Source: an optimization exercise on an open RTL-to-GDS flow (aim: small area, a short achievable clock period and few clock cycles per item). Production flows keep margins and buffers that such runs may drop.
In this exercise RTL edits were held to simulation tests only and were not proved equivalent to the original.
Power is estimated from default activity; no workload was simulated.

==> flow/design.v (outline; a module is shown in full before it is edited, if it fits) <==
// module cossim_accum: 105 lines
// module cossim_sqacc16: 572 lines
// module cossim_sqacc17: 630 lines
// module cossim_magnitude: 140 lines
// module cossim_ctrl: 56 lines
// module cosine_similarity_core: 61 lines
module cosine_similarity_core (
   input  logic        clock,
   input  logic        reset,
   input  logic        req_tvalid,
   output logic        req_tready,
   input  logic [31:0] req_tdata,    
   input  logic        req_tlast,
   output logic        rsp_tvalid,
   input  logic        rsp_tready,
   output logic [15:0] rsp_tdata,    
   output logic [1:0]  rsp_tuser     
);
  // ...
==> flow/run.sh <==
#!/bin/bash
# synth_recipe.tcl (not shown) runs the flow's synth.tcl, then flattens the netlist and writes it again
# the make line also repeats each setting of config.mk as NAME=value (left out here)
make -C /OpenROAD-flow-scripts/flow DESIGN_CONFIG=/design/flow/config.mk WORK_HOME=/design/flow/orfs CLKGATE_MAP_FILE= SYNTH_SCRIPT=/design/flow/synth_recipe.tcl finish
==> flow/config.mk <==
export PLATFORM = sky130hd
export DESIGN_NAME = cosine_similarity_core
export DESIGN_NICKNAME = cosine_similarity_core
export VERILOG_FILES = /design/flow/design.v
export SDC_FILE = /design/flow/constraint.sdc
export NUM_CORES = 4
export LEC_CHECK = 0
export CAP_MARGIN = 20
export CORE_MARGIN = 2
export CORE_UTILIZATION = 40
export SETUP_SLACK_MARGIN = 5.0
export SLEW_MARGIN = 20
==> flow/constraint.sdc <==
create_clock -name core_clock -period 10.0 [get_ports {clock}]
set_input_delay 2.0000 -clock core_clock [delete_from_list [all_inputs] [get_ports {clock}]]
set_output_delay 2.0000 -clock core_clock [all_outputs]
set_load 0.01 [all_outputs]
==> run_results.csv, run 1 <==
group,metric,value,unit
status,outcome,"complete, no violations",
synth,post_synth_and_or_nand_nor_area_fraction,0.1463,
worst_setup_path,reg2reg_setup_slack,4.72,ns
synth,synth.top_cells.by_count,"924 x sky130_fd_sc_hd__inv_1, 597 x sky130_fd_sc_hd__a21oi_1, 589 x sky130_fd_sc_hd__fa_1, 526 x sky130_fd_sc_hd__nand2_1, 514 x sky130_fd_sc_hd__ha_1",
pwr,cell_internal_pwr,0.01270,W
final_layout,layout.comb_gates.multi_input,5407,
worst_setup_path,timing.critical_path.slowest_cell_delay,0.53,ns
final_layout,multi_input_area_share,0.6179,
global_route,met2_usage,0.3801,
worst_setup_path,worstReg2RegStart,"u_accum.sc_ff[4]",
pwr,p_comb,0.0166,W
worst_setup_path,critical_path.max_fanout,4,
cts,cts.repair_timing.setup_buffer_count,21,
final_layout,layout.cells.most_common,"sky130_fd_sc_hd__inv_1",
final_layout,final_cell_count_no_fill,9539,
die,die_h,410.1,um
route,post_drt_via_cell_ratio,5.381,
final_layout,final.signal_buffer_count,152,
synth,synth_seq_cells,701,
route,wire_per_inst,20.00,um
pwr,net_switching_power_figure,0.01199,W
min_path,hp-start,"u_accum.s0_last",
worst_setup_path,critPathLaunch,"u_accum.sc_ff[4]",
pwr,main_power_group,"combinational logic",
global_route,grt_util_overall,0.2232,
synth,synth.cell_area,0.06595,sq mm
pwr,netSwitchingFraction,0.4856,
cts,cts_resized,76,
global_route,grt_max_degree,158,
synth,yosysMostFrequentCell,"sky130_fd_sc_hd__inv_1",
synth,synth.net_count,8557,
timing,worst_slew_margin_rel,0.2628,
final_layout,mostFrequentLayoutCells,"918 x sky130_fd_sc_hd__inv_1, 588 x sky130_fd_sc_hd__fa_1, 583 x sky130_fd_sc_hd__a21oi_1",
final_layout,num-fill-cells,16056,
Testbench counts, summed over its fixed seeds: cycles 31,273, items 384.
==> module cossim_accum, before the edit <==
module cossim_accum (
   input  logic                          clock,
   input  logic                          reset,
   input  logic                          req_tvalid,
   output logic                          req_tready,
   input  logic [31:0]                   req_tdata,
   input  logic                          req_tlast,
   input  logic                          take_sums,    
   input  logic                          take_next,    
   output logic                          handoff,
   output logic [cossim_pkg::E_W-1:0]    x_energy,
   output logic [cossim_pkg::E_W-1:0]    y_energy,
   output logic [cossim_pkg::T_W-1:0]    dot,           
   output logic                          overflowed
);
   localparam int EW = 43;
   localparam int SW = 45;
   localparam int CW = 13;
   logic          s0_v, s0_last;
   logic [15:0]   s0_x, s0_y;
   logic          s1_v, s1_last;
   logic [14:0]   s1_xv, s1_yv;
   logic [15:0]   s1_sv;
   logic          s1_xn, s1_yn, s1_sn;
   logic [EW-1:0] xs_ff, xc_ff, ys_ff, yc_ff;
   logic [SW-1:0] ss_ff, sc_ff;
   logic [CW-1:0] cnt_ff;
   logic          ovf_ff, done_ff, stall_ff, mv_ff, base0_ff;
   logic          s1_v_n, done_n, stall_n;
   logic [16:0]   s0_s;
   logic [14:0]   x_v, y_v;
   logic [15:0]   s_v;
   logic          x_n, y_n, s_n;
   logic [EW-1:0] xs_b, xc_b, ys_b, yc_b, xs_n, xc_n, ys_n, yc_n;
   logic [SW-1:0] ss_b, sc_b, ss_n, sc_n;
   always_comb begin
      handoff    = done_ff && take_sums;
      req_tready = !stall_ff;
      s0_s       = {s0_x[15], s0_x} + {s0_y[15], s0_y};
      s1_v_n  = stall_ff ? s1_v : s0_v;
      done_n  = stall_ff ? done_ff : (s1_v && s1_last);
      stall_n = done_n && !take_next;
      x_v  = mv_ff ? s1_xv : '0;
      y_v  = mv_ff ? s1_yv : '0;
      s_v  = mv_ff ? s1_sv : '0;
      x_n  = mv_ff && s1_xn;
      y_n  = mv_ff && s1_yn;
      s_n  = mv_ff && s1_sn;
      xs_b = base0_ff ? '0 : xs_ff;
      xc_b = base0_ff ? '0 : xc_ff;
      ys_b = base0_ff ? '0 : ys_ff;
      yc_b = base0_ff ? '0 : yc_ff;
      ss_b = base0_ff ? '0 : ss_ff;
      sc_b = base0_ff ? '0 : sc_ff;
   end
   cossim_sqacc16 u_xx (.v(x_v), .n(x_n), .acc_s(xs_b), .acc_c(xc_b), .sum_s(xs_n), .sum_c(xc_n));
   cossim_sqacc16 u_yy (.v(y_v), .n(y_n), .acc_s(ys_b), .acc_c(yc_b), .sum_s(ys_n), .sum_c(yc_n));
   cossim_sqacc17 u_ss (.v(s_v), .n(s_n), .acc_s(ss_b), .acc_c(sc_b), .sum_s(ss_n), .sum_c(sc_n));
   always_ff @(posedge clock) begin
      if (!stall_ff) begin
         s0_x    <= req_tdata[15:0];
         s0_y    <= req_tdata[31:16];
         s0_last <= req_tlast;
         s1_xn   <= s0_x[15];
         s1_xv   <= s0_x[14:0] ^ {15{s0_x[15]}};
         s1_yn   <= s0_y[15];
         s1_yv   <= s0_y[14:0] ^ {15{s0_y[15]}};
         s1_sn   <= s0_s[16];
         s1_sv   <= s0_s[15:0] ^ {16{s0_s[16]}};
         s1_last <= s0_last;
      end
      xs_ff  <= xs_n;
      xc_ff  <= xc_n;
      ys_ff  <= ys_n;
      yc_ff  <= yc_n;
      ss_ff  <= ss_n;
      sc_ff  <= sc_n;
      cnt_ff <= (base0_ff ? CW'(0) : cnt_ff) + CW'(mv_ff);
      ovf_ff <= (base0_ff ? 1'b0 : ovf_ff) || (mv_ff && !base0_ff && cnt_ff[CW-1]);
   end
   always_ff @(posedge clock) begin
      if (reset) begin
         s0_v     <= 1'b0;
         s1_v     <= 1'b0;
         done_ff  <= 1'b0;
         stall_ff <= 1'b0;
         mv_ff    <= 1'b0;
         base0_ff <= 1'b1;
      end else begin
         if (!stall_ff) s0_v <= req_tvalid;
         s1_v     <= s1_v_n;
         done_ff  <= done_n;
         stall_ff <= stall_n;
         mv_ff    <= s1_v_n && !stall_n;
         base0_ff <= done_n && take_next;
      end
   end
   assign x_energy   = xs_ff + xc_ff;
   assign y_energy   = ys_ff + yc_ff;
   logic [SW:0] dot2;
   assign dot2       = {1'b0, ss_ff} + {1'b0, sc_ff} - {3'b0, xs_ff} - {3'b0, xc_ff}
                       - {3'b0, ys_ff} - {3'b0, yc_ff};
   assign dot        = dot2[SW:1];
   assign overflowed = ovf_ff;
endmodule
==> module cossim_magnitude, before the edit <==
module cossim_magnitude (
   input  logic                          clock,
   input  logic                          reset,
   input  cossim_pkg::mag_cmd_type       cmd,
   input  logic                          emit,
   input  logic                          handoff,
   input  logic [cossim_pkg::E_W-1:0]    x_energy,
   input  logic [cossim_pkg::E_W-1:0]    y_energy,
   input  logic [cossim_pkg::T_W-1:0]    dot,
   input  logic                          overflowed,
   input  logic                          rsp_tready,
   output logic                          rsp_tvalid,
   output logic [cossim_pkg::SIM_W-1:0]  rsp_tdata,
   output logic [1:0]                    rsp_tuser,
   output logic                          out_free,
   output logic                          out_empty
);
   localparam int EW = 43;
   localparam int TW = 45;
   localparam int HW = 44;
   localparam int RW = 88;
   localparam int AW = 47;           
   logic [EW-1:0] ra_ff;             
   logic [TW-1:0] rd_ff;             
   logic [HW-1:0] ph_ff, pl_ff;      
   logic [HW:0]   nh_ff;             
   logic [HW-1:0] nl_ff;
   logic          pb_ff, nb_ff;      
   logic          ovf_ff, zero_ff, neg_ff;
   logic [1:0]    qsh_ff;            
   logic [18:0]   rem_ff;            
   logic [16:0]   root_ff;           
   logic          rsp_valid_ff;
   logic [15:0]   sim_ff;
   logic [1:0]    status_ff;
   logic [RW-1:0] preg;
   logic [RW:0]   nreg, db, dsum;
   logic          sneg;
   logic [AW-1:0] psum, nsum;
   logic [19:0]   rem4, sdiff;
   logic [18:0]   trial;
   logic [16:0]   rinc;
   logic [15:0]   mag;
   logic [15:0]   sim;
   logic [1:0]    status;
   function automatic logic [AW-1:0] booth_step(input logic [AW-1:0] acc,
                                                 input logic [AW-1:0] m,
                                                 input logic b1, input logic b0, input logic bp);
      logic          one, two, neg;
      logic [AW-1:0] op;
      one = b0 ^ bp;
      two = (b1 & !b0 & !bp) | (!b1 & b0 & bp);
      neg = b1;
      op  = ((one ? m : '0) | (two ? {m[AW-2:0], 1'b0} : '0)) ^ {AW{neg}};
      booth_step = acc + op + {{(AW-1){1'b0}}, neg};
   endfunction
   always_comb begin
      preg = {ph_ff, pl_ff};
      nreg = {nh_ff, nl_ff};
      sneg = nh_ff[HW];
      db   = sneg ? {preg, 1'b0} : ~{preg, 1'b0};
      dsum = {nreg[RW-1:0], 1'b0} + db + {{RW{1'b0}}, !sneg};
      psum = booth_step({{(AW-HW){ph_ff[HW-1]}}, ph_ff}, {{(AW-EW){1'b0}}, ra_ff},
                        pl_ff[1], pl_ff[0], pb_ff);
      nsum = booth_step({{(AW-HW-1){nh_ff[HW]}}, nh_ff}, {{(AW-TW){rd_ff[TW-1]}}, rd_ff},
                        nl_ff[1], nl_ff[0], nb_ff);
      rem4  = {rem_ff[17:0], qsh_ff};
      trial = {root_ff, 2'b01};
      sdiff = rem4 - {1'b0, trial};
      rinc = root_ff + 17'd1;
      mag  = rinc[16:1];
      if (ovf_ff) begin
         status = cossim_pkg::STATUS_OVERFLOW;
         sim    = '0;
      end else if (zero_ff) begin
         status = cossim_pkg::STATUS_ZERO;
         sim    = '0;
      end else begin
         status = cossim_pkg::STATUS_OK;
         if (neg_ff) sim = -mag;
         else if (mag[15]) sim = 16'h7fff;
         else sim = mag;
      end
      out_free = !rsp_valid_ff || rsp_tready;
   end
   always_ff @(posedge clock) begin
      if (handoff) begin
         ra_ff  <= x_energy;
         rd_ff  <= dot;
         ph_ff  <= '0;
         pl_ff  <= {1'b0, y_energy};
         pb_ff  <= 1'b0;
         nh_ff  <= '0;
         nl_ff  <= dot[HW-1:0];
         nb_ff  <= 1'b0;
         ovf_ff <= overflowed;
         neg_ff <= dot[TW-1];
      end else if (cmd.mul) begin
         ph_ff <= psum[HW+1:2];
         pl_ff <= {psum[1:0], pl_ff[HW-1:2]};
         pb_ff <= pl_ff[1];
         nh_ff <= nsum[HW+2:2];
         nl_ff <= {nsum[1:0], nl_ff[HW-1:2]};
         nb_ff <= nl_ff[1];
      end else if (cmd.div) begin
         nh_ff <= dsum[RW:HW];
         nl_ff <= dsum[HW-1:0];
      end
      if (cmd.first) zero_ff <= (ra_ff == '0) || (pl_ff == '0);
      if (cmd.first) begin
         qsh_ff  <= '0;
         rem_ff  <= '0;
         root_ff <= '0;
      end else begin
         if (cmd.div) qsh_ff <= {qsh_ff[0], !dsum[RW]};
         if (cmd.sqrt) begin
            if (!sdiff[19]) begin
               rem_ff  <= sdiff[18:0];
               root_ff <= {root_ff[15:0], 1'b1};
            end else begin
               rem_ff  <= rem4[18:0];
               root_ff <= {root_ff[15:0], 1'b0};
            end
         end
      end
      if (emit) begin
         sim_ff    <= sim;
         status_ff <= status;
      end
   end
   always_ff @(posedge clock) begin
      if (reset) rsp_valid_ff <= 1'b0;
      else if (emit) rsp_valid_ff <= 1'b1;
      else if (rsp_tready) rsp_valid_ff <= 1'b0;
   end
   assign rsp_tvalid = rsp_valid_ff;
   assign out_empty  = !rsp_valid_ff;
   assign rsp_tdata  = sim_ff;
   assign rsp_tuser  = status_ff;
endmodule
==> module cossim_ctrl, before the edit <==
module cossim_ctrl (
   input  logic                    clock,
   input  logic                    reset,
   input  logic                    handoff,
   input  logic                    out_free,
   input  logic                    out_empty,
   input  logic                    rsp_tready,
   output logic                    take_next,
   output logic                    take_sums,
   output logic                    emit,
   output cossim_pkg::mag_cmd_type cmd
);
   logic       idle_ff, run_ff, emit_ff, take_ff;
   logic       idle_n, emit_n, empty_n;
   logic [5:0] c_ff, c_in;
   logic       run_in;
   cossim_pkg::mag_cmd_type cmd_ff, cmd_in;
   always_comb begin
      emit      = emit_ff && out_free;
      take_sums = take_ff;
      idle_n    = handoff ? 1'b0 : (emit ? 1'b1 : idle_ff);
      emit_n    = (run_ff && c_ff == 6'd56) ? 1'b1 : (emit ? 1'b0 : emit_ff);
      empty_n   = !emit && (out_empty || rsp_tready);
      take_next = idle_n || (emit_n && empty_n);
      run_in = run_ff;
      c_in   = c_ff + 6'd1;
      if (handoff) begin
         run_in = 1'b1;
         c_in   = 6'd1;
      end else if (run_ff && c_ff == 6'd56) begin
         run_in = 1'b0;
      end
      cmd_in       = '0;
      cmd_in.first = run_in && (c_in == 6'd1);
      cmd_in.mul   = run_in && (c_in >= 6'd1) && (c_in <= 6'd22);
      cmd_in.div   = run_in && (c_in >= 6'd23) && (c_in <= 6'd55);
      cmd_in.sqrt  = run_in && (c_in >= 6'd24) && !c_in[0];
   end
   always_ff @(posedge clock) begin
      c_ff <= c_in;
      if (reset) begin
         idle_ff <= 1'b1;
         take_ff <= 1'b1;
         run_ff  <= 1'b0;
         emit_ff <= 1'b0;
         cmd_ff  <= '0;
      end else begin
         run_ff <= run_in;
         cmd_ff <= cmd_in;
         idle_ff <= idle_n;
         emit_ff <= emit_n;
         take_ff <= take_next;
      end
   end
   assign cmd = cmd_ff;
endmodule
==> module cosine_similarity_core, before the edit <==
module cosine_similarity_core (
   input  logic        clock,
   input  logic        reset,
   input  logic        req_tvalid,
   output logic        req_tready,
   input  logic [31:0] req_tdata,    
   input  logic        req_tlast,
   output logic        rsp_tvalid,
   input  logic        rsp_tready,
   output logic [15:0] rsp_tdata,    
   output logic [1:0]  rsp_tuser     
);
   cossim_pkg::mag_cmd_type              cmd;
   logic                                 take_sums, take_next, emit, handoff, out_free, out_empty, overflowed;
   logic [cossim_pkg::E_W-1:0]           x_energy, y_energy;
   logic [cossim_pkg::T_W-1:0]           dot;
   cossim_accum u_accum (
      .clock      (clock),
      .reset      (reset),
      .req_tvalid (req_tvalid),
      .req_tready (req_tready),
      .req_tdata  (req_tdata),
      .req_tlast  (req_tlast),
      .take_sums  (take_sums),
      .take_next  (take_next),
      .handoff    (handoff),
      .x_energy   (x_energy),
      .y_energy   (y_energy),
      .dot        (dot),
      .overflowed (overflowed)
   );
   cossim_ctrl u_ctrl (
      .clock     (clock),
      .reset     (reset),
      .handoff   (handoff),
      .out_free  (out_free),
      .out_empty (out_empty),
      .rsp_tready(rsp_tready),
      .take_next (take_next),
      .take_sums (take_sums),
      .emit      (emit),
      .cmd       (cmd)
   );
   cossim_magnitude u_magnitude (
      .clock      (clock),
      .reset      (reset),
      .cmd        (cmd),
      .emit       (emit),
      .handoff    (handoff),
      .x_energy   (x_energy),
      .y_energy   (y_energy),
      .dot        (dot),
      .overflowed (overflowed),
      .rsp_tready (rsp_tready),
      .rsp_tvalid (rsp_tvalid),
      .rsp_tdata  (rsp_tdata),
      .rsp_tuser  (rsp_tuser),
      .out_free   (out_free),
      .out_empty  (out_empty)
   );
endmodule
==> run 2, diff against run 1 <==
--- a/flow/design.v
+++ b/flow/design.v
@@ -5,7 +5,6 @@
    localparam int ELEM_W  = 16;
    localparam int E_W     = 43;                     
    localparam int S_W     = 45;                     
-   localparam int T_W     = 45;                     
    localparam int H_W     = 44;                     
    localparam int R_W     = 2 * H_W;                
    localparam int MUL_STEPS = H_W / 2;              
@@ -43,8 +42,11 @@
       square17 = acc;
    endfunction
    typedef struct packed {
-      logic first;      
-      logic mul;        
+      logic sums;       
+      logic prep1;      
+      logic prep2;      
+      logic pmul;       
+      logic nmul;       
       logic div;        
       logic sqrt;       
    } mag_cmd_type;
@@ -60,9 +62,12 @@
    input  logic                          take_sums,    
    input  logic                          take_next,    
    output logic                          handoff,
-   output logic [cossim_pkg::E_W-1:0]    x_energy,
-   output logic [cossim_pkg::E_W-1:0]    y_energy,
-   output logic [cossim_pkg::T_W-1:0]    dot,           
+   output logic [cossim_pkg::E_W-1:0]    xs,           
+   output logic [cossim_pkg::E_W-1:0]    xc,
+   output logic [cossim_pkg::E_W-1:0]    ys,
+   output logic [cossim_pkg::E_W-1:0]    yc,
+   output logic [cossim_pkg::S_W-1:0]    ss,
+   output logic [cossim_pkg::S_W-1:0]    sc,
    output logic                          overflowed
 );
    localparam int EW = 43;
@@ -147,12 +152,12 @@
          base0_ff <= done_n && take_next;
       end
    end
-   assign x_energy   = xs_ff + xc_ff;
-   assign y_energy   = ys_ff + yc_ff;
-   logic [SW:0] dot2;
-   assign dot2       = {1'b0, ss_ff} + {1'b0, sc_ff} - {3'b0, xs_ff} - {3'b0, xc_ff}
-                       - {3'b0, ys_ff} - {3'b0, yc_ff};
-   assign dot        = dot2[SW:1];
+   assign xs         = xs_ff;
+   assign xc         = xc_ff;
+   assign ys         = ys_ff;
+   assign yc         = yc_ff;
+   assign ss         = ss_ff;
+   assign sc         = sc_ff;
    assign overflowed = ovf_ff;
 endmodule
 module cossim_sqacc16 (
@@ -1364,9 +1369,12 @@
    input  cossim_pkg::mag_cmd_type       cmd,
    input  logic                          emit,
    input  logic                          handoff,
-   input  logic [cossim_pkg::E_W-1:0]    x_energy,
-   input  logic [cossim_pkg::E_W-1:0]    y_energy,
-   input  logic [cossim_pkg::T_W-1:0]    dot,
+   input  logic [cossim_pkg::E_W-1:0]    xs,       
+   input  logic [cossim_pkg::E_W-1:0]    xc,
+   input  logic [cossim_pkg::E_W-1:0]    ys,       
+   input  logic [cossim_pkg::E_W-1:0]    yc,
+   input  logic [cossim_pkg::S_W-1:0]    ss,       
+   input  logic [cossim_pkg::S_W-1:0]    sc,
    input  logic                          overflowed,
    input  logic                          rsp_tready,
    output logic                          rsp_tvalid,
@@ -1376,16 +1384,14 @@
    output logic                          out_empty
 );
    localparam int EW = 43;
-   localparam int TW = 45;
+   localparam int SW = 45;
    localparam int HW = 44;
    localparam int RW = 88;
-   localparam int AW = 47;           
-   logic [EW-1:0] ra_ff;             
-   logic [TW-1:0] rd_ff;             
+   logic [SW-1:0] ra_ff;             
+   logic [SW-1:0] rd_ff;             
    logic [HW-1:0] ph_ff, pl_ff;      
    logic [HW:0]   nh_ff;             
    logic [HW-1:0] nl_ff;
-   logic          pb_ff, nb_ff;      
    logic          ovf_ff, zero_ff, neg_ff;
    logic [1:0]    qsh_ff;            
    logic [18:0]   rem_ff;            
@@ -1395,35 +1401,45 @@
    logic [1:0]    status_ff;
    logic [RW-1:0] preg;
    logic [RW:0]   nreg, db, dsum;
-   logic          sneg;
-   logic [AW-1:0] psum, nsum;
+   logic          sneg, tneg;
+   logic [HW+2:0] na, nb, nc, nsum;
+   logic [1:0]    nk;
+   logic [HW+1:0] psum;
    logic [19:0]   rem4, sdiff;
    logic [18:0]   trial;
    logic [16:0]   rinc;
    logic [15:0]   mag;
    logic [15:0]   sim;
    logic [1:0]    status;
-   function automatic logic [AW-1:0] booth_step(input logic [AW-1:0] acc,
-                                                 input logic [AW-1:0] m,
-                                                 input logic b1, input logic b0, input logic bp);
-      logic          one, two, neg;
-      logic [AW-1:0] op;
-      one = b0 ^ bp;
-      two = (b1 & !b0 & !bp) | (!b1 & b0 & bp);
-      neg = b1;
-      op  = ((one ? m : '0) | (two ? {m[AW-2:0], 1'b0} : '0)) ^ {AW{neg}};
-      booth_step = acc + op + {{(AW-1){1'b0}}, neg};
-   endfunction
    always_comb begin
       preg = {ph_ff, pl_ff};
       nreg = {nh_ff, nl_ff};
       sneg = nh_ff[HW];
+      tneg = rd_ff[SW-1];
       db   = sneg ? {preg, 1'b0} : ~{preg, 1'b0};
       dsum = {nreg[RW-1:0], 1'b0} + db + {{RW{1'b0}}, !sneg};
-      psum = booth_step({{(AW-HW){ph_ff[HW-1]}}, ph_ff}, {{(AW-EW){1'b0}}, ra_ff},
-                        pl_ff[1], pl_ff[0], pb_ff);
-      nsum = booth_step({{(AW-HW-1){nh_ff[HW]}}, nh_ff}, {{(AW-TW){rd_ff[TW-1]}}, rd_ff},
-                        nl_ff[1], nl_ff[0], nb_ff);
+      psum = {1'b0, ph_ff} + (pl_ff[0] ? {1'b0, ra_ff} : '0)
+                           + (pl_ff[1] ? {ra_ff, 1'b0} : '0);
+      na = {2'b0, nh_ff};
+      nb = nl_ff[0] ? {2'b0, rd_ff} : '0;
+      nc = nl_ff[1] ? {1'b0, rd_ff, 1'b0} : '0;
+      nk = 2'd0;
+      if (cmd.sums) begin
+         na = {2'b0, rd_ff};
+         nb = {2'b0, ra_ff};
+         nc = '0;
+      end else if (cmd.prep1) begin
+         na = {2'b0, rd_ff};
+         nb = ~{2'b0, ra_ff};
+         nc = ~{3'b0, pl_ff};
+         nk = 2'd2;
+      end else if (cmd.prep2) begin
+         na = {{(HW+3-SW){tneg}}, rd_ff ^ {SW{tneg}}};
+         nb = '0;
+         nc = '0;
+         nk = {1'b0, tneg};
+      end
+      nsum = na + nb + nc + {{(HW+1){1'b0}}, nk};
       rem4  = {rem_ff[17:0], qsh_ff};
       trial = {root_ff, 2'b01};
       sdiff = rem4 - {1'b0, trial};
@@ -1445,29 +1461,38 @@
    end
    always_ff @(posedge clock) begin
       if (handoff) begin
-         ra_ff  <= x_energy;
-         rd_ff  <= dot;
-         ph_ff  <= '0;
-         pl_ff  <= {1'b0, y_energy};
-         pb_ff  <= 1'b0;
-         nh_ff  <= '0;
-         nl_ff  <= dot[HW-1:0];
-         nb_ff  <= 1'b0;
+         ra_ff  <= sc;
+         rd_ff  <= ss;
+         ph_ff  <= {1'b0, yc};
+         pl_ff  <= {1'b0, xc};
+         nh_ff  <= {2'b10, ys};
+         nl_ff  <= {1'b0, xs};
          ovf_ff <= overflowed;
-         neg_ff <= dot[TW-1];
-      end else if (cmd.mul) begin
-         ph_ff <= psum[HW+1:2];
-         pl_ff <= {psum[1:0], pl_ff[HW-1:2]};
-         pb_ff <= pl_ff[1];
-         nh_ff <= nsum[HW+2:2];
-         nl_ff <= {nsum[1:0], nl_ff[HW-1:2]};
-         nb_ff <= nl_ff[1];
-      end else if (cmd.div) begin
-         nh_ff <= dsum[RW:HW];
-         nl_ff <= dsum[HW-1:0];
+      end else begin
+         if (cmd.sums) begin
+            ra_ff <= {2'b0, dsum[EW:1]};
+            ph_ff <= '0;
+            pl_ff <= {1'b0, dsum[HW+EW:HW+1]};
+         end else if (cmd.pmul) begin
+            ph_ff <= psum[HW+1:2];
+            pl_ff <= {psum[1:0], pl_ff[HW-1:2]};
+         end
+         if (cmd.sums || cmd.prep1) rd_ff <= nsum[SW-1:0];
+         if (cmd.prep2) rd_ff <= {1'b0, nsum[SW-1:1]};
+         if (cmd.div) begin
+            nh_ff <= dsum[RW:HW];
+            nl_ff <= dsum[HW-1:0];
+         end else if (cmd.prep2) begin
+            nh_ff <= '0;
+            nl_ff <= nsum[HW:1];
+         end else if (cmd.nmul) begin
+            nh_ff <= {1'b0, nsum[HW+1:2]};
+            nl_ff <= {nsum[1:0], nl_ff[HW-1:2]};
+         end
       end
-      if (cmd.first) zero_ff <= (ra_ff == '0) || (pl_ff == '0);
-      if (cmd.first) begin
+      if (cmd.prep1) zero_ff <= (ra_ff == '0) || (pl_ff == '0);
+      if (cmd.prep2) neg_ff <= tneg;
+      if (cmd.prep1) begin
          qsh_ff  <= '0;
          rem_ff  <= '0;
          root_ff <= '0;
@@ -1520,7 +1545,7 @@
       emit      = emit_ff && out_free;
       take_sums = take_ff;
       idle_n    = handoff ? 1'b0 : (emit ? 1'b1 : idle_ff);
-      emit_n    = (run_ff && c_ff == 6'd56) ? 1'b1 : (emit ? 1'b0 : emit_ff);
+      emit_n    = (run_ff && c_ff == 6'd59) ? 1'b1 : (emit ? 1'b0 : emit_ff);
       empty_n   = !emit && (out_empty || rsp_tready);
       take_next = idle_n || (emit_n && empty_n);
       run_in = run_ff;
@@ -1528,14 +1553,17 @@
       if (handoff) begin
          run_in = 1'b1;
          c_in   = 6'd1;
-      end else if (run_ff && c_ff == 6'd56) begin
+      end else if (run_ff && c_ff == 6'd59) begin
          run_in = 1'b0;
       end
       cmd_in       = '0;
-      cmd_in.first = run_in && (c_in == 6'd1);
-      cmd_in.mul   = run_in && (c_in >= 6'd1) && (c_in <= 6'd22);
-      cmd_in.div   = run_in && (c_in >= 6'd23) && (c_in <= 6'd55);
-      cmd_in.sqrt  = run_in && (c_in >= 6'd24) && !c_in[0];
+      cmd_in.sums  = run_in && (c_in == 6'd1);
+      cmd_in.prep1 = run_in && (c_in == 6'd2);
+      cmd_in.prep2 = run_in && (c_in == 6'd3);
+      cmd_in.pmul  = run_in && (c_in >= 6'd2) && (c_in <= 6'd23);
+      cmd_in.nmul  = run_in && (c_in >= 6'd4) && (c_in <= 6'd25);
+      cmd_in.div   = run_in && (c_in >= 6'd26) && (c_in <= 6'd58);
+      cmd_in.sqrt  = run_in && (c_in >= 6'd27) && c_in[0];
    end
    always_ff @(posedge clock) begin
       c_ff <= c_in;
@@ -1570,8 +1598,8 @@
 );
    cossim_pkg::mag_cmd_type              cmd;
    logic                                 take_sums, take_next, emit, handoff, out_free, out_empty, overflowed;
-   logic [cossim_pkg::E_W-1:0]           x_energy, y_energy;
-   logic [cossim_pkg::T_W-1:0]           dot;
+   logic [cossim_pkg::E_W-1:0]           xs, xc, ys, yc;
+   logic [cossim_pkg::S_W-1:0]           ss, sc;
    cossim_accum u_accum (
       .clock      (clock),
       .reset      (reset),
@@ -1582,9 +1610,12 @@
       .take_sums  (take_sums),
       .take_next  (take_next),
       .handoff    (handoff),
-      .x_energy   (x_energy),
-      .y_energy   (y_energy),
-      .dot        (dot),
+      .xs         (xs),
+      .xc         (xc),
+      .ys         (ys),
+      .yc         (yc),
+      .ss         (ss),
+      .sc         (sc),
       .overflowed (overflowed)
    );
    cossim_ctrl u_ctrl (
@@ -1605,9 +1636,12 @@
       .cmd        (cmd),
       .emit       (emit),
       .handoff    (handoff),
-      .x_energy   (x_energy),
-      .y_energy   (y_energy),
-      .dot        (dot),
+      .xs         (xs),
+      .xc         (xc),
+      .ys         (ys),
+      .yc         (yc),
+      .ss         (ss),
+      .sc         (sc),
       .overflowed (overflowed),
       .rsp_tready (rsp_tready),
       .rsp_tvalid (rsp_tvalid),
--- a/flow/config.mk
+++ b/flow/config.mk
@@ -7,6 +7,6 @@
 export LEC_CHECK = 0
 export CAP_MARGIN = 20
 export CORE_MARGIN = 2
-export CORE_UTILIZATION = 40
+export CORE_UTILIZATION = 55
 export SETUP_SLACK_MARGIN = 5.0
 export SLEW_MARGIN = 20
==> run 2 against run 1 <==
Final area decreased by 8.0%. Register-to-register slack lost 0.097 ns. Flip-flop and latch count grew 4. Via count is 5.0% lower. Hold slack better by 0.019 ns. Wire length up 9.4%. Non-clock buffer count rose by 72. Fmax is 1.8% lower. Synthesized cell count decreased by 12%. Combinational power shrank 55%. Critical endpoint is now u_magnitude.nh_ff[37].
==> run_results.csv, run 2 <==
group,metric,value,unit
pwr,worst_ir_drop_vdd,0.1495,mV
global_route,grt_first_pass_wirelength,309200,um
global_route,grt-ovfl-total,0,
worst_setup_path,r2r_cells,25,
cts,postCtsHoldBufs,0,
worst_setup_path,worst_ep_required_time,10.44,ns
synth,post_synth.cell_area_avg,9.048,sq um
global_route,grt_max_degree,187,
status,outcome,"complete, no violations",
synth,yosysMostFrequentCell,"sky130_fd_sc_hd__inv_1",
route,route.final.wire_length,208700,um
timing,final.setup_skew,0.03658,ns
placement,dp_hpwl,154400,um
pwr,cellLeakagePower,29.40,nW
min_path,min-delay-path-class,"register to register",
route,wire_per_inst,26.25,um
timing,worst_slew_margin_rel,0.2315,
global_route,first_global_vias,48249,
pwr,seq_power_share,0.277,
worst_setup_path,timing.rr.end,"u_magnitude.nh_ff[37]",
synth,yosys.cell_types.count,85,
min_path,hp-start,"u_accum.s0_last",
route,detailedRoute.firstIterationViolations,5467,
final_layout,area_growth,12.57,%
timing,final.setup.tns,0,ns
pwr,powerDensity,220.3,mW/mm^2
timing,timing_hold_violations_final,0,
final_layout,finish.net_count,7400,
final_layout,ratio_of_cells_with_drive_above_1_in_the_final_layout,0.08788,
placement,finalWeightedCongestion,1.024,
cts,cts.root.buffer_cell,"sky130_fd_sc_hd__clkbuf_16",
global_route,antenna_violations_before_repair,15,
min_path,whs_endpoint,"u_accum.s1_last",
pwr,cell_internal_pwr,0.008196,W
die,top_level_ports,57,
cts,clkSlewWorstSetupHoldPaths,0.06,ns
route,drt.antenna.violating_nets,0,
cts,cts_max_path_buffers,3,
synth,yosys_most_used_dff,"sky130_fd_sc_hd__edfxtp_1",
route,dr_total_vias,48769,
worst_setup_path,reg2reg_setup_slack,4.62,ns
cts,cts_max_level,3,
timing,tightestPinTransition,1.153,ns
synth,cells_taking_the_most_area_after_synthesis,"sky130_fd_sc_hd__edfxtp_1 19%, sky130_fd_sc_hd__fa_1 17%, sky130_fd_sc_hd__dfxtp_1 11%",
synth,synth.net_count,7470,
cts,tritoncts,"yes",
min_path,hold_depth,0,
pwr,share_clk_of_total_power,0.219,
synth,synth.cell_area,0.05920,sq mm
timing,timing_max_transition_violations_final,0,
worst_setup_path,timing.critical_path.to_type,"register",
placement,io_buffers,56,
synth,synth_largest_type_area_fraction,0.1856,
timing,shortest_clock_period_the_worst_path_allows_after_layout,5.378,ns
worst_setup_path,cp_data_arrival_time,5.81,ns
final_layout,layout.cells.most_common,"sky130_fd_sc_hd__inv_1",
synth,synth_enable_flop_cells,366,
final_layout,final_core_util,0.6234,
synth,yosys_warnings,3,
synth,synth.top_cells.by_count,"772 x sky130_fd_sc_hd__inv_1, 698 x sky130_fd_sc_hd__nand2_1, 505 x sky130_fd_sc_hd__fa_1, 392 x sky130_fd_sc_hd__a21oi_1, 385 x sky130_fd_sc_hd__ha_1",
die,initial_utilization,0.5538,
die,die_x,332.1,um
synth,cell_type_with_the_highest_aggregate_area_in_the_netlist,"sky130_fd_sc_hd__edfxtp_1",
synth,mapped_cells,6543,
pwr,pwr-share-comb,0.504,
worst_setup_path,critical_path_class,"register to register",
timing,max_freq,185.9,MHz
cts,cts-buffers-inserted,83,
final_layout,num-fill-cells,9189,
timing,final_min_period_over_clock_period,0.5378,
pwr,netSwitchingFraction,0.4419,
cts,clk_latency_worst_skew_pair,0.71,ns
timing,grt_setup_unrepaired,"yes",
synth,synth_seq_cells,705,
global_route,grt_util_overall,0.3743,
run,drv.max_cap_violation_count,0,
die,fp.dieArea,0.1103,sq mm
die,fp.coreArea,0.1069,sq mm
timing,setup_viol,0,
die,die_h,332.1,um
worst_setup_path,critical_path.startpoint_type,"register",
synth,postSynth.asyncResetShare,0,
route,post_drt_via_cell_ratio,6.134,
final_layout,mostFrequentLayoutCells,"766 x sky130_fd_sc_hd__inv_1, 693 x sky130_fd_sc_hd__nand2_1, 502 x sky130_fd_sc_hd__fa_1",
pwr,finalPower,0.01469,W
worst_setup_path,worstReg2RegStart,"u_ctrl.cmd_ff[5]",
cts,clkSinkCount,705,
synth,synth-seq-area-share,0.3003,
die,std_cell_rows,120,
pwr,net_switching_power_figure,0.006489,W
route,route.detailed.drc,0,
route,firstDrtPassIters,6,
worst_setup_path,critical_path.max_fanout,5,
-- run 2: cell families (layout without fill, tap and decap cells) --
| family | after synthesis | after routing | synth area share |
|---|---|---|---|
| adders and majority gates | 890 | 890 | 0.2521 |
| and+or+nand+nor | 2028 | 2029 | 0.1672 |
| buffers and inverters | 1153 | 1152 | 0.07344 |
| DFF | 705 | 705 | 0.3003 |
| AOI/OAI and AO/OA | 1310 | 1310 | 0.1374 |
| xor gates and xnor gates | 381 | 381 | 0.05649 |
| other | 0 | 4 | 0 |
| muxes | 76 | 76 | 0.01306 |
-- run 2: per-layer routing --
layer / GRT usage / wire length [um] / vias to the layer above
li1: - / - / 21973
met1: 0.4875 / 82900 / 23795
met4: 0.2564 / 17190 / 16
met2: 0.5626 / 89530 / 2398
met5: 0 / 99 / -
met3: 0.07642 / 18990 / 587
-- run 2: area by class of cell --
| class | count | area, sq um | area share |
|---|---|---|---|
| Inverter | 773 | 2928 | 0.04393 |
| Antenna cell | 4 | 10.01 | 0.0001502 |
| Tap cell | 1403 | 1755 | 0.02634 |
| Multi-Input combinational cell | 4686 | 38830 | 0.5827 |
| Clock inverter | 43 | 539.3 | 0.008092 |
| Timing Repair Buffer | 224 | 2454 | 0.03682 |
| Clock buffer | 112 | 2321 | 0.03483 |
| Sequential cell | 705 | 17800 | 0.2672 |
-- run 2: timing repair --
item	CTS	global route
endpoints found under the setup margin	186	110
buffers inserted	61	50
cloned	9	4
endpoints found under the hold margin	0	0
pin swaps	50	99
gates resized for setup	186	202
-- run 2: how the worst max path moves through the flow --
stage	cells past startpoint	start	slack (ns)	endpoint
2_1_floorplan	26	u_ctrl.cmd_ff[5]	5.00	u_magnitude.nh_ff[37]
3_3_place_gp	22	u_ctrl.cmd_ff[5]	3.18	u_magnitude.rd_ff[41]
3_5_place_dp	22	u_ctrl.cmd_ff[5]	3.13	u_magnitude.nh_ff[39]
4_1_cts	25	u_ctrl.cmd_ff[5]	4.85	u_magnitude.nh_ff[37]
5_1_grt	22	u_ctrl.cmd_ff[5]	4.43	u_magnitude.nh_ff[37]
6_report	25	u_ctrl.cmd_ff[5]	4.62	u_magnitude.nh_ff[37]
-- run 2: power groups by stage --
stage / clock (W) / combinational [W] / sequential [W]
floorplan: 0 / 0.00475 / 0.00377
global placement: 0 / 0.00643 / 0.00413
detailed placement: 0 / 0.00647 / 0.00414
CTS: 0.00325 / 0.00682 / 0.00405
global route: 0.00335 / 0.00797 / 0.00409
finish: 0.00322 / 0.00739 / 0.00407
-- run 2: per-stage QoR --
| step | hold slack (ns) | area, sq um | cells | worst slack [ns] |
|---|---|---|---|---|
| 6_report | 0.4396 | 66650 | 7950 | 4.622 |
| 5_1_grt | 0.4460 | 66640 | 7946 | 4.431 |
| 4_1_cts | 0.4376 | 65130 | 7892 | 4.846 |
| 3_5_place_dp | 0.4130 | 60560 | 7667 | 3.128 |
| 3_3_place_gp | 0.4174 | 60560 | 7667 | 3.179 |
| 2_1_floorplan | 0.4003 | 59290 | 6543 | 5.001 |
-- run 2: critical path, cell delays in order (launching register included) --
cell and delay [ns]:
sky130_fd_sc_hd__dfxtp_4 0.45, sky130_fd_sc_hd__buf_12 0.14, sky130_fd_sc_hd__nor3b_4 0.05, sky130_fd_sc_hd__buf_4 0.14, sky130_fd_sc_hd__buf_8 0.13, sky130_fd_sc_hd__a221oi_4 0.24
sky130_fd_sc_hd__a21oi_2 0.06, sky130_fd_sc_hd__fa_1 0.48, sky130_fd_sc_hd__inv_1 0.05, sky130_fd_sc_hd__fa_2 0.52, sky130_fd_sc_hd__inv_2 0.04, sky130_fd_sc_hd__ha_4 0.16
sky130_fd_sc_hd__inv_2 0.05, sky130_fd_sc_hd__fa_2 0.19, sky130_fd_sc_hd__nand2b_4 0.14, sky130_fd_sc_hd__a21oi_4 0.07, sky130_fd_sc_hd__o21ai_2 0.21, sky130_fd_sc_hd__a21oi_4 0.13
sky130_fd_sc_hd__a2111oi_4 0.51, sky130_fd_sc_hd__nor2_4 0.09, sky130_fd_sc_hd__o41ai_4 0.40, sky130_fd_sc_hd__o21bai_1 0.13, sky130_fd_sc_hd__a21oi_2 0.19, sky130_fd_sc_hd__xnor2_2 0.14
sky130_fd_sc_hd__a221oi_2 0.30, sky130_fd_sc_hd__nor2_1 0.06
Testbench counts of run 2, summed over its fixed seeds: cycles 31,730, items 384.
==> run 3, diff against run 2 <==
--- a/flow/design.v
+++ b/flow/design.v
@@ -73,8 +73,7 @@
    localparam int EW = 43;
    localparam int SW = 45;
    localparam int CW = 13;
-   logic          s0_v, s0_last;
-   logic [15:0]   s0_x, s0_y;
+   logic [15:0]   in_x, in_y;
    logic          s1_v, s1_last;
    logic [14:0]   s1_xv, s1_yv;
    logic [15:0]   s1_sv;
@@ -84,7 +83,7 @@
    logic [CW-1:0] cnt_ff;
    logic          ovf_ff, done_ff, stall_ff, mv_ff, base0_ff;
    logic          s1_v_n, done_n, stall_n;
-   logic [16:0]   s0_s;
+   logic [16:0]   in_s;
    logic [14:0]   x_v, y_v;
    logic [15:0]   s_v;
    logic          x_n, y_n, s_n;
@@ -93,8 +92,10 @@
    always_comb begin
       handoff    = done_ff && take_sums;
       req_tready = !stall_ff;
-      s0_s       = {s0_x[15], s0_x} + {s0_y[15], s0_y};
-      s1_v_n  = stall_ff ? s1_v : s0_v;
+      in_x       = req_tdata[15:0];
+      in_y       = req_tdata[31:16];
+      in_s       = {in_x[15], in_x} + {in_y[15], in_y};
+      s1_v_n  = stall_ff ? s1_v : req_tvalid;
       done_n  = stall_ff ? done_ff : (s1_v && s1_last);
       stall_n = done_n && !take_next;
       x_v  = mv_ff ? s1_xv : '0;
@@ -115,16 +116,13 @@
    cossim_sqacc17 u_ss (.v(s_v), .n(s_n), .acc_s(ss_b), .acc_c(sc_b), .sum_s(ss_n), .sum_c(sc_n));
    always_ff @(posedge clock) begin
       if (!stall_ff) begin
-         s0_x    <= req_tdata[15:0];
-         s0_y    <= req_tdata[31:16];
-         s0_last <= req_tlast;
-         s1_xn   <= s0_x[15];
-         s1_xv   <= s0_x[14:0] ^ {15{s0_x[15]}};
-         s1_yn   <= s0_y[15];
-         s1_yv   <= s0_y[14:0] ^ {15{s0_y[15]}};
-         s1_sn   <= s0_s[16];
-         s1_sv   <= s0_s[15:0] ^ {16{s0_s[16]}};
-         s1_last <= s0_last;
+         s1_xn   <= in_x[15];
+         s1_xv   <= in_x[14:0] ^ {15{in_x[15]}};
+         s1_yn   <= in_y[15];
+         s1_yv   <= in_y[14:0] ^ {15{in_y[15]}};
+         s1_sn   <= in_s[16];
+         s1_sv   <= in_s[15:0] ^ {16{in_s[16]}};
+         s1_last <= req_tlast;
       end
       xs_ff  <= xs_n;
       xc_ff  <= xc_n;
@@ -137,14 +135,12 @@
    end
    always_ff @(posedge clock) begin
       if (reset) begin
-         s0_v     <= 1'b0;
          s1_v     <= 1'b0;
          done_ff  <= 1'b0;
          stall_ff <= 1'b0;
          mv_ff    <= 1'b0;
          base0_ff <= 1'b1;
       end else begin
-         if (!stall_ff) s0_v <= req_tvalid;
          s1_v     <= s1_v_n;
          done_ff  <= done_n;
          stall_ff <= stall_n;
@@ -1407,8 +1403,7 @@
    logic [HW+1:0] psum;
    logic [19:0]   rem4, sdiff;
    logic [18:0]   trial;
-   logic [16:0]   rinc;
-   logic [15:0]   mag;
+   logic [15:0]   mag, sgn_c, kval;
    logic [15:0]   sim;
    logic [1:0]    status;
    always_comb begin
@@ -1443,8 +1438,11 @@
       rem4  = {rem_ff[17:0], qsh_ff};
       trial = {root_ff, 2'b01};
       sdiff = rem4 - {1'b0, trial};
-      rinc = root_ff + 17'd1;
-      mag  = rinc[16:1];
+      mag  = root_ff[16:1] ^ {16{neg_ff}};
+      for (int i = 0; i < 16; i++) begin
+         sgn_c[i] = (i == 0) ? (root_ff[0] ^ neg_ff) : (sgn_c[i-1] & mag[i-1]);
+      end
+      kval = mag ^ sgn_c;
       if (ovf_ff) begin
          status = cossim_pkg::STATUS_OVERFLOW;
          sim    = '0;
@@ -1453,9 +1451,8 @@
          sim    = '0;
       end else begin
          status = cossim_pkg::STATUS_OK;
-         if (neg_ff) sim = -mag;
-         else if (mag[15]) sim = 16'h7fff;
-         else sim = mag;
+         if (!neg_ff && kval[15]) sim = 16'h7fff;
+         else sim = kval;
       end
       out_free = !rsp_valid_ff || rsp_tready;
    end
==> run 3 against run 2 <==
Die area decreased by 1.9%. Sequential power increased by 9.1%. Critical path depth decreased by 2. Still clean. Flip-flop and latch count decreased by 34. Wire length increased by 0.44%. Synthesized area decreased by 1.9%. Setup slack improved by 0.11 ns. Non-clock buffer count decreased by 25. First-iteration DRC count decreased by 5.2%. Utilization decreased by 0.31 points.
==> run_results.csv, run 3 <==
group,metric,value,unit
status,outcome,"complete, no violations",
worst_setup_path,critical_path_class,"register to register",
timing,grt_setup_unrepaired,"yes",
pwr,finalPower,0.01930,W
cts,clkSlewWorstSetupHoldPaths,0.07,ns
synth,synth_seq_cells,671,
worst_setup_path,cp_data_arrival_time,5.73,ns
route,route.detailed.drc,0,
die,std_cell_rows,119,
synth,portion_of_netlist_area_occupied_by_mux_cells,0.01469,
die,die_x,329.0,um
worst_setup_path,worst_path_most_repeated_cell,"sky130_fd_sc_hd__o21a_1",
final_layout,layout.cells.most_common,"sky130_fd_sc_hd__inv_1",
cts,cts_max_level,3,
die,fp.dieArea,0.1082,sq mm
min_path,min-delay-path-class,"register to register",
placement,dp_hpwl,156600,um
die,die_h,329.0,um
die,fp.coreArea,0.1050,sq mm
run,drv.max_cap_violation_count,0,
route,dr_total_vias,47976,
pwr,net_switching_power_figure,0.009210,W
route,firstDrtPassIters,6,
synth,synth_xor_xnor_area_share,0.05504,
worst_setup_path,worst_ep_required_time,10.46,ns
synth,cells_taking_the_most_area_after_synthesis,"sky130_fd_sc_hd__fa_1 17%, sky130_fd_sc_hd__edfxtp_1 17%, sky130_fd_sc_hd__dfxtp_1 12%",
final_layout,ratio_of_cells_with_drive_above_1_in_the_final_layout,0.08296,
die,initial_utilization,0.5533,
pwr,cellLeakagePower,28.97,nW
synth,post_synth_and_or_nand_nor_area_fraction,0.1609,
worst_setup_path,critical_path.slowest_cell,"sky130_fd_sc_hd__fa_1",
global_route,grt_first_pass_wirelength,306900,um
synth,compound_gate_fraction_of_synth_area,0.1469,
timing,shortest_clock_period_the_worst_path_allows_after_layout,5.264,ns
worst_setup_path,critical_path.startpoint_type,"register",
route,post_drt_via_cell_ratio,6.156,
synth,yosys.area_share.adder,0.2596,
synth,synth.net_count,7362,
synth,yosys_warnings,3,
route,detailedRoute.firstIterationViolations,5185,
worst_setup_path,reg2reg_setup_slack,4.74,ns
synth,post_synth.cell_area_avg,9.042,sq um
placement,finalWeightedCongestion,1.009,
synth,yosysMostFrequentCell,"sky130_fd_sc_hd__inv_1",
worst_setup_path,timing.critical_path.slowest_cell_delay,0.60,ns
synth,synth.top_cells.by_count,"765 x sky130_fd_sc_hd__inv_1, 691 x sky130_fd_sc_hd__nand2_1, 505 x sky130_fd_sc_hd__fa_1, 397 x sky130_fd_sc_hd__ha_1, 372 x sky130_fd_sc_hd__a21oi_1",
cts,cts.root.buffer_cell,"sky130_fd_sc_hd__clkbuf_16",
pwr,powerDensity,296.5,mW/mm^2
global_route,first_global_vias,46363,
cts,cts-buffers-inserted,82,
timing,final.setup_skew,0.03587,ns
global_route,grt_max_degree,173,
route,drt.antenna.violating_nets,0,
synth,synth_top_family_by_area,"adder cells",
pwr,pwr-share-comb,0.602,
cts,cts_max_path_buffers,3,
timing,worst_slew_margin_rel,0.1785,
synth,synth_largest_type_area_fraction,0.1741,
worst_setup_path,timing.critical_path.cells,"nor3b_4 > buf_6 > buf_12 > buf_4 > buf_8 > a221oi_2 > a21oi_2 > fa_1 > ha_4 > ha_4 > buf_4 > o21a_1 > a21oi_1 > o21ai_1 > o21ba_4 > o211a_1 > a211o_1 > a31oi_4 > o21a_1 > xor2_2 > nand2b_4 > o211ai_1 > o21a_1",
final_layout,mostFrequentLayoutCells,"759 x sky130_fd_sc_hd__inv_1, 684 x sky130_fd_sc_hd__nand2_1, 501 x sky130_fd_sc_hd__fa_1",
final_layout,num-fill-cells,9121,
final_layout,area_growth,12.11,%
global_route,grt_util_overall,0.3853,
pwr,seq_power_share,0.230,
worst_setup_path,critical_path.top_delay_family,"compound AO/OA/AOI/OAI gates",
timing,max_freq,190.0,MHz
synth,yosys_most_used_dff,"sky130_fd_sc_hd__dfxtp_1",
route,wire_per_inst,26.89,um
final_layout,finish.net_count,7270,
timing,tightestPinTransition,1.225,ns
timing,setup_viol,0,
pwr,worst_ir_drop_vdd,0.3433,mV
synth,cell_type_with_the_highest_aggregate_area_in_the_netlist,"sky130_fd_sc_hd__fa_1",
die,top_level_ports,57,
pwr,netSwitchingFraction,0.4771,
timing,final_min_period_over_clock_period,0.5264,
cts,clk_latency_worst_skew_pair,0.71,ns
pwr,cell_internal_pwr,0.01009,W
worst_setup_path,critical_path.max_fanout,4,
cts,clkSinkCount,671,
worst_setup_path,timing.critical_path.to_type,"register",
timing,timing_hold_violations_final,0,
route,route.final.wire_length,209600,um
synth,synth.cell_area,0.05808,sq mm
cts,tritoncts,"yes",
pwr,share_clk_of_total_power,0.168,
synth,mapped_cells,6423,
placement,io_buffers,56,
timing,timing_max_transition_violations_final,0,
timing,finalHoldWorstSlack,0.4421,ns
synth,synth-seq-area-share,0.2887,
synth,postSynth.asyncResetShare,0,
global_route,grt-ovfl-total,0,
synth,synth_enable_flop_cells,333,
worst_setup_path,worstPathBufferInverterCount,5,
synth,yosys.cell_types.count,88,
global_route,antenna_violations_before_repair,6,
timing,final.setup.tns,0,ns
## run 3: cell type report
| cell class | instances | area (sq um) | share of cell area |
|---|---|---|---|
| Clock buffer | 111 | 2261 | 0.03472 |
| Clock inverter | 43 | 645.6 | 0.009915 |
| Timing Repair Buffer | 199 | 2208 | 0.03392 |
| Tap cell | 1391 | 1740 | 0.02673 |
| Antenna cell | 2 | 5.005 | 0.00007686 |
| Sequential cell | 671 | 16790 | 0.2579 |
| Multi-Input combinational cell | 4610 | 38560 | 0.5922 |
| Inverter | 767 | 2897 | 0.04449 |
## run 3: logic make-up after synthesis
logic type                 count (synthesis)
muxes                                     84
buffers and inverters                   1144
adders and majority gates                902
and+or+nand+nor                         1903
xor gates and xnor gates                 365
AOI/OAI and AO/OA                       1354
DFF                                      671
## run 3: what timing repair did
| action | in CTS | in global routing |
|---|---|---|
| setup endpoints to repair | 184 | 136 |
| pin swaps | 46 | 59 |
| gates resized for setup | 172 | 178 |
| gates cloned | 7 | 2 |
| setup buffers | 42 | 41 |
| hold buffers | 0 | 0 |
## run 3: path summary, 6_finish.rpt
kind	cells past startpoint	to	from
setup / recovery	23	u_magnitude.nh_ff[29]	u_magnitude.nl_ff[0]
hold / removal	0	u_magnitude.ovf_ff	u_accum.ovf_ff
setup reg to reg	23	u_magnitude.nh_ff[29]	u_magnitude.nl_ff[0]
hold reg to reg	0	u_magnitude.ovf_ff	u_accum.ovf_ff
## run 3: power groups by stage
stage	Combinational, W	Clock (W)	Sequential [W]
after detailed placement	0.00992	0	0.00449
after global placement	0.00985	0	0.00450
final	0.0116	0.00324	0.00444
after CTS	0.0105	0.00327	0.00441
after floorplan	0.00714	0	0.00401
after global routing	0.0125	0.00337	0.00446
## run 3: metrics by stage
step | area, sq um | setup slack [ns] | utilization | cells
after global placement | 59490 | 3.330 | 0.5668 | 7545
after floorplan | 58140 | 5.001 | - | 6423
after CTS | 63870 | 4.778 | 0.6085 | 7748
after detailed placement | 59490 | 3.253 | 0.5668 | 7545
final | 65110 | 4.736 | 0.6203 | 7794
after global routing | 65110 | 4.604 | 0.6203 | 7792
## run 3: layer usage
metal / up-vias / GRT usage / routed length (um)
met5: - / 0 / 44
met4: 6 / 0.2570 / 17400
met3: 564 / 0.07497 / 18800
met2: 2380 / 0.5725 / 89300
met1: 23495 / 0.5128 / 84070
li1: 21531 / - / -
Testbench counts of run 3, summed over its fixed seeds: cycles 31,722, items 384.
==> run 4, diff against run 3 <==
--- a/flow/config.mk
+++ b/flow/config.mk
@@ -8,5 +8,7 @@
 export CAP_MARGIN = 20
 export CORE_MARGIN = 2
 export CORE_UTILIZATION = 55
+export CTS_BUF_LIST = sky130_fd_sc_hd__clkbuf_8
+export CTS_CLUSTER_SIZE = 30
 export SETUP_SLACK_MARGIN = 5.0
 export SLEW_MARGIN = 20
==> run 4 against run 3 <==
Still clean on timing, DRC and antenna. Register-to-register slack improved by 0.12 ns. Cell count increased by 1.5%. Utilization increased by 0.26 points. First-iteration DRC count decreased by 6.4%. Wire length increased by 1.0%. Via count increased by 1.3%. Global-route usage increased by 0.37 points. Critical path type unchanged.
==> run_results.csv, run 4 <==
group,metric,value,unit
status,outcome,"complete, no violations",
worst_setup_path,critical_path.slowest_cell,"sky130_fd_sc_hd__fa_1",
synth,yosysMostFrequentCell,"sky130_fd_sc_hd__inv_1",
worst_setup_path,worst_path_most_repeated_cell,"sky130_fd_sc_hd__a21oi_1",
synth,cell_type_with_the_highest_aggregate_area_in_the_netlist,"sky130_fd_sc_hd__fa_1",
synth,postSynth.asyncResetShare,0,
synth,yosys_warnings,3,
synth,synth.cell_area,0.05808,sq mm
synth,synth_largest_type_area_fraction,0.1741,
timing,timing_hold_violations_final,0,
route,detailedRoute.firstIterationViolations,4853,
worst_setup_path,critical_path.startpoint_type,"register",
global_route,met2_usage,0.5753,
synth,synth_xor_xnor_area_share,0.05504,
worst_setup_path,critical_path.max_fanout,13,
global_route,use_met3,0.08346,
run,drv.max_cap_violation_count,0,
final_layout,area_growth,12.59,%
synth,cells_taking_the_most_area_after_synthesis,"sky130_fd_sc_hd__fa_1 17%, sky130_fd_sc_hd__edfxtp_1 17%, sky130_fd_sc_hd__dfxtp_1 12%",
final_layout,mostFrequentLayoutCells,"805 x sky130_fd_sc_hd__inv_1, 684 x sky130_fd_sc_hd__nand2_1, 502 x sky130_fd_sc_hd__fa_1",
die,std_cell_rows,119,
global_route,grt-ovfl-total,0,
synth,portion_of_netlist_area_occupied_by_mux_cells,0.01469,
cts,cts-buffers-inserted,130,
cts,clkSinkCount,671,
global_route,grt_max_degree,173,
global_route,global_route.peak_usage_layer,"met2",
die,die_h,329.0,um
die,fp.dieArea,0.1082,sq mm
global_route,grt_util_overall,0.3890,
synth,mapped_cells,6423,
global_route,first_global_vias,47025,
synth,yosys.area_share.adder,0.2596,
route,dr_total_vias,48612,
final_layout,num-fill-cells,9126,
cts,clk_latency_worst_skew_pair,0.89,ns
worst_setup_path,timing.critical_path.to_type,"register",
final_layout,ratio_of_cells_with_drive_above_1_in_the_final_layout,0.09874,
pwr,cellLeakagePower,29.27,nW
synth,post_synth_and_or_nand_nor_area_fraction,0.1609,
global_route,grt_first_pass_wirelength,308900,um
synth,yosys_most_used_dff,"sky130_fd_sc_hd__dfxtp_1",
final_layout,layout.cells.most_common,"sky130_fd_sc_hd__inv_1",
global_route,use_met1,0.5103,
synth,compound_gate_fraction_of_synth_area,0.1469,
worst_setup_path,critical_path_class,"register to register",
route,route.final.wire_length,211800,um
route,route.detailed.drc,0,
timing,timing_max_transition_violations_final,0,
timing,max_freq,194.5,MHz
cts,cts_max_path_buffers,3,
synth,synth_top_family_by_area,"adder cells",
pwr,powerDensity,289.3,mW/mm^2
cts,clkSlewWorstSetupHoldPaths,0.08,ns
synth,synth_enable_flop_cells,333,
worst_setup_path,worst_ep_required_time,10.58,ns
cts,cts_max_level,4,
final_layout,finish.net_count,7343,
placement,preCtsSetupSlack,3.253,ns
timing,final.setup_skew,0.05539,ns
die,top_level_ports,57,
route,wire_per_inst,26.77,um
min_path,min-delay-path-class,"register to register",
timing,worst_slew_margin_rel,0.2001,
worst_setup_path,timing.critical_path.cells,"nor3b_4 > buf_6 > bufbuf_16 > a221oi_1 > a21oi_1 > fa_1 > ha_1 > ha_4 > a21oi_1 > o21a_1 > o21ai_0 > a31oi_1 > o22ai_1 > a211oi_2 > nor2_2 > a221o_1 > a21oi_2 > xnor2_2 > a221oi_2 > nor2_1",
synth,synth_seq_cells,671,
worst_setup_path,timing.critical_path.slowest_cell_delay,0.47,ns
cts,tritoncts,"yes",
timing,grt_setup_unrepaired,"yes",
die,fp.coreArea,0.1050,sq mm
global_route,antenna_violations_before_repair,10,
route,post_drt_via_cell_ratio,6.146,
worst_setup_path,cp_data_arrival_time,5.73,ns
synth,post_synth.cell_area_avg,9.042,sq um
timing,tightestPinTransition,1.193,ns
timing,final_min_period_over_clock_period,0.5142,
pwr,worst_ir_drop_vdd,0.3260,mV
timing,setup_viol,0,
synth,synth.top_cells.by_count,"765 x sky130_fd_sc_hd__inv_1, 691 x sky130_fd_sc_hd__nand2_1, 505 x sky130_fd_sc_hd__fa_1, 397 x sky130_fd_sc_hd__ha_1, 372 x sky130_fd_sc_hd__a21oi_1",
final_layout,multiInputGateArea,0.03876,sq mm
timing,finalHoldWorstSlack,0.4354,ns
cts,cts.root.buffer_cell,"sky130_fd_sc_hd__clkbuf_8",
route,drt.antenna.violating_nets,0,
timing,final_critical_path_setup_slack,4.858,ns
die,initial_utilization,0.5533,
placement,dp_hpwl,156600,um
die,die_x,329.0,um
final_layout,ff_latch_area,0.01679,sq mm
placement,io_buffers,56,
timing,final.setup.tns,0,ns
synth,yosys.cell_types.count,88,
placement,finalWeightedCongestion,1.009,
synth,synth.net_count,7362,
timing,shortest_clock_period_the_worst_path_allows_after_layout,5.142,ns
route,firstDrtPassIters,8,
synth,synth-seq-area-share,0.2887,
==> run 4: final timing paths <==
path                          from                    end  slack, ns  cells past startpoint
setup reg to reg  u_ctrl.cmd_ff[5]  u_magnitude.nh_ff[32]       4.86                     20
setup / recovery  u_ctrl.cmd_ff[5]  u_magnitude.nh_ff[32]       4.86                     20
hold reg to reg     u_accum.ovf_ff     u_magnitude.ovf_ff       0.44                      0
hold / removal      u_accum.ovf_ff     u_magnitude.ovf_ff       0.44                      0
==> run 4: cells by family (layout without fill, tap and decap cells) <==
family / after synthesis / after routing
compound gates: 1354 / 1354
xor+xnor: 365 / 365
fa+ha+maj: 902 / 902
buf+inv: 1144 / 1229
flops: 671 / 671
mux: 84 / 84
other cells: 0 / 7
simple gates: 1903 / 1907
==> run 4: critical path: cells and delay by family (launching register included) <==
| kind | cells | cell delay, ns |
|---|---|---|
| AND/OR/NAND/NOR | 3 | 0.42 |
| adder cells (fa/ha/maj) | 3 | 1.07 |
| flip-flops | 1 | 0.39 |
| AO/OA/AOI/OAI | 11 | 2.36 |
| buffers and inverters | 2 | 0.46 |
| XOR/XNOR | 1 | 0.12 |
==> run 4: what timing repair did <==
item / CTS / global route
buffers inserted: 45 / 56
gates cloned: 11 / 6
hold buffers: 0 / 0
pin swaps: 42 / 82
endpoints found under the setup margin: 185 / 129
resized for setup: 163 / 232
==> run 4: layout make-up <==
cell class                      instances  area share
Timing Repair Buffer                  222     0.03881
Tap cell                             1391     0.02662
Clock buffer                          151     0.03178
Antenna cell                            7   0.0002679
Inverter                              767     0.04430
Multi-Input combinational cell       4612      0.5928
Clock inverter                         89    0.008649
Sequential cell                       671      0.2568
==> run 4: metal layers <==
layer | share of wire | routed length, um | vias up
met5 | 0.00016 | 34 | -
met4 | 0.083 | 17590 | 6
met3 | 0.091 | 19380 | 628
met2 | 0.42 | 89990 | 2448
met1 | 0.40 | 84790 | 23805
li1 | - | - | 21725
==> run 4: power breakdown <==
group	switching, W	internal [W]
Sequential	0.000722	0.00373
Combinational	0.00713	0.00449
Clock	0.00137	0.00148
==> run 4: per-stage QoR <==
stage                     cell area [sq um]  total power (W)  utilization  cells
after floorplan                       58140          0.01115            -   6423
after global placement                59490          0.01434       0.5668   7545
after detailed placement              59490          0.01441       0.5668   7545
after CTS                             63630          0.01777       0.6062   7841
after global routing                  65370          0.01999       0.6228   7904
final                                 65390          0.01892       0.6229   7910
==> run 5, diff against run 4 <==
--- a/flow/config.mk
+++ b/flow/config.mk
@@ -7,7 +7,7 @@
 export LEC_CHECK = 0
 export CAP_MARGIN = 20
 export CORE_MARGIN = 2
-export CORE_UTILIZATION = 55
+export CORE_UTILIZATION = 60
 export CTS_BUF_LIST = sky130_fd_sc_hd__clkbuf_8
 export CTS_CLUSTER_SIZE = 30
 export SETUP_SLACK_MARGIN = 5.0
==> run 5 against run 4 <==
Clock power shrank 4%. Fmax fell by 2.6%. Critical path depth up 3. Still clean on timing, DRC and antenna. Utilization grew 4.5 points. Sequential share of layout area increased by 0.44 points. Setup slack got worse by 0.14 ns. Hold slack gained 0.0096 ns.
==> run_results.csv, run 5 <==
group,metric,value,unit
final_layout,area_growth,10.69,%
cts,cts_max_level,3,
final_layout,ratio_of_cells_with_drive_above_1_in_the_final_layout,0.08260,
synth,cells_taking_the_most_area_after_synthesis,"sky130_fd_sc_hd__fa_1 17%, sky130_fd_sc_hd__edfxtp_1 17%, sky130_fd_sc_hd__dfxtp_1 12%",
route,route.final.wire_length,204300,um
die,std_cell_rows,114,
placement,dp_hpwl,151900,um
pwr,powerDensity,289.1,mW/mm^2
status,outcome,"complete, no violations",
pwr,cellLeakagePower,28.91,nW
route,firstDrtPassIters,7,
synth,post_synth.cell_area_avg,9.042,sq um
cts,clk_latency_worst_skew_pair,0.87,ns
die,fp.dieArea,0.09930,sq mm
synth,yosys.cell_types.count,88,
synth,synth-seq-area-share,0.2887,
route,wire_per_inst,26.41,um
die,fp.coreArea,0.09628,sq mm
cts,clkSinkCount,671,
cts,cts-buffers-inserted,120,
cts,cts.root.buffer_cell,"sky130_fd_sc_hd__clkbuf_8",
synth,cell_type_with_the_highest_aggregate_area_in_the_netlist,"sky130_fd_sc_hd__fa_1",
timing,timing_hold_violations_final,0,
synth,portion_of_netlist_area_occupied_by_mux_cells,0.01469,
timing,tightestPinTransition,1.245,ns
synth,postSynth.asyncResetShare,0,
cts,cts_max_path_buffers,3,
global_route,antenna_violations_before_repair,8,
placement,finalWeightedCongestion,1.029,
route,post_drt_via_cell_ratio,6.296,
final_layout,mostFrequentLayoutCells,"795 x sky130_fd_sc_hd__inv_1, 686 x sky130_fd_sc_hd__nand2_1, 503 x sky130_fd_sc_hd__fa_1",
route,dr_total_vias,48701,
synth,yosys_warnings,3,
synth,synth_enable_flop_cells,333,
synth,compound_gate_fraction_of_synth_area,0.1469,
worst_setup_path,timing.critical_path.to_type,"register",
worst_setup_path,worst_ep_required_time,10.61,ns
synth,synth.cell_area,0.05808,sq mm
cts,clkSlewWorstSetupHoldPaths,0.06,ns
timing,worst_slew_margin_rel,0.1681,
global_route,first_global_vias,46873,
synth,mapped_cells,6423,
synth,yosys.area_share.adder,0.2596,
cts,tritoncts,"yes",
timing,final.setup.tns,0,ns
final_layout,layout.cells.most_common,"sky130_fd_sc_hd__inv_1",
timing,max_freq,189.4,MHz
synth,synth_top_family_by_area,"adder cells",
timing,final.setup_skew,0.07044,ns
[run 5: area by class of cell]
type,instances,area [sq um]
repair buffers,180,2093
multi-input cells,4608,38420
diodes,6,15.01
clock inverters,94,653.1
inverters,767,2889
fillers,7945,31990
flip-flops and latches,671,16790
well taps,1276,1597
clock buffers,133,1831
[run 5: routing by layer]
| layer | track usage | share of wire | vias to the layer above | routed length (um) |
|---|---|---|---|---|
| met5 | 0 | 0.00028 | - | 57 |
| met4 | 0.2930 | 0.085 | 8 | 17460 |
| met3 | 0.07946 | 0.095 | 616 | 19500 |
| met2 | 0.6064 | 0.43 | 2556 | 87410 |
| met1 | 0.5397 | 0.39 | 23892 | 79830 |
| li1 | - | - | 21629 | - |
[run 5: report_power, final]
group / total [W] / switching (W) / leakage [nW] / internal, W
logic: 0.0114 / 0.00706 / 21.6 / 0.00434
clock network: 0.00273 / 0.00129 / 1.41 / 0.00144
registers: 0.00445 / 0.000723 / 5.89 / 0.00373
[run 5: through the flow]
stage          total power (W)    util  instance area (sq um)  std cells  worst slack (ns)
4_1_cts                0.01780  0.6589                  63440       7702             4.847
6_report               0.01859  0.6677                  64290       7735             4.719
5_1_grt                0.01960  0.6677                  64280       7732             4.565
2_1_floorplan          0.01115       -                  58140       6423             5.001
3_3_place_gp           0.01427  0.6160                  59310       7424             2.999
3_5_place_dp           0.01438  0.6160                  59310       7424             2.949
[run 5: what timing repair did]
item                                    4_1_cts  5_1_grt
gates resized for setup                     193      106
buffers inserted                             42       24
endpoints found under the setup margin      197      171
cloned                                        9        3
pin swaps                                    68       44
[run 5: logic make-up (layout without fill, tap and decap cells)]
group | after synthesis | after routing
other | 0 | 6
adders and majority gates | 902 | 902
buffers and inverters | 1144 | 1174
xor gates and xnor gates | 365 | 365
DFF | 671 | 671
AOI/OAI and AO/OA | 1354 | 1354
muxes | 84 | 84
and+or+nand+nor | 1903 | 1903
[run 5: path summary, 6_finish.rpt]
path / depth (start not counted) / startpoint / end / slack [ns]
min reg2reg: 0 / u_accum.ovf_ff / u_magnitude.ovf_ff / 0.45
min: 0 / u_accum.ovf_ff / u_magnitude.ovf_ff / 0.45
max: 23 / u_magnitude.nl_ff[0] / u_magnitude.rd_ff[40] / 4.72
max reg2reg: 23 / u_magnitude.nl_ff[0] / u_magnitude.rd_ff[40] / 4.72
[run 5: worst max-delay path: stages (launching register included)]
cell                       delay [ns]
sky130_fd_sc_hd__edfxtp_1        0.49
sky130_fd_sc_hd__nor3b_4         0.22
sky130_fd_sc_hd__buf_12          0.15
sky130_fd_sc_hd__a221oi_4        0.25
sky130_fd_sc_hd__a21oi_2         0.06
sky130_fd_sc_hd__fa_1            0.50
sky130_fd_sc_hd__inv_2           0.04
sky130_fd_sc_hd__fa_2            0.44
sky130_fd_sc_hd__inv_2           0.08
sky130_fd_sc_hd__ha_4            0.15
sky130_fd_sc_hd__inv_2           0.05
sky130_fd_sc_hd__fa_2            0.43
sky130_fd_sc_hd__nor2b_4         0.17
sky130_fd_sc_hd__o31ai_4         0.08
sky130_fd_sc_hd__a211oi_2        0.29
sky130_fd_sc_hd__buf_4           0.16
sky130_fd_sc_hd__o21ai_2         0.06
sky130_fd_sc_hd__a21oi_2         0.22
sky130_fd_sc_hd__o21ai_4         0.11
sky130_fd_sc_hd__o211ai_1        0.23
sky130_fd_sc_hd__a31oi_2         0.18
sky130_fd_sc_hd__xor2_1          0.29
sky130_fd_sc_hd__o21ai_0         0.15
sky130_fd_sc_hd__o22a_1          0.23

Setup slack of run 5, layout unchanged: 4.719 ns with ideal ports, 4.719 ns with driving cells assumed (clock clkbuf_16, inputs buf_2), 4.405 ns with port delays also shifted by the 0.905 ns mid clock arrival.
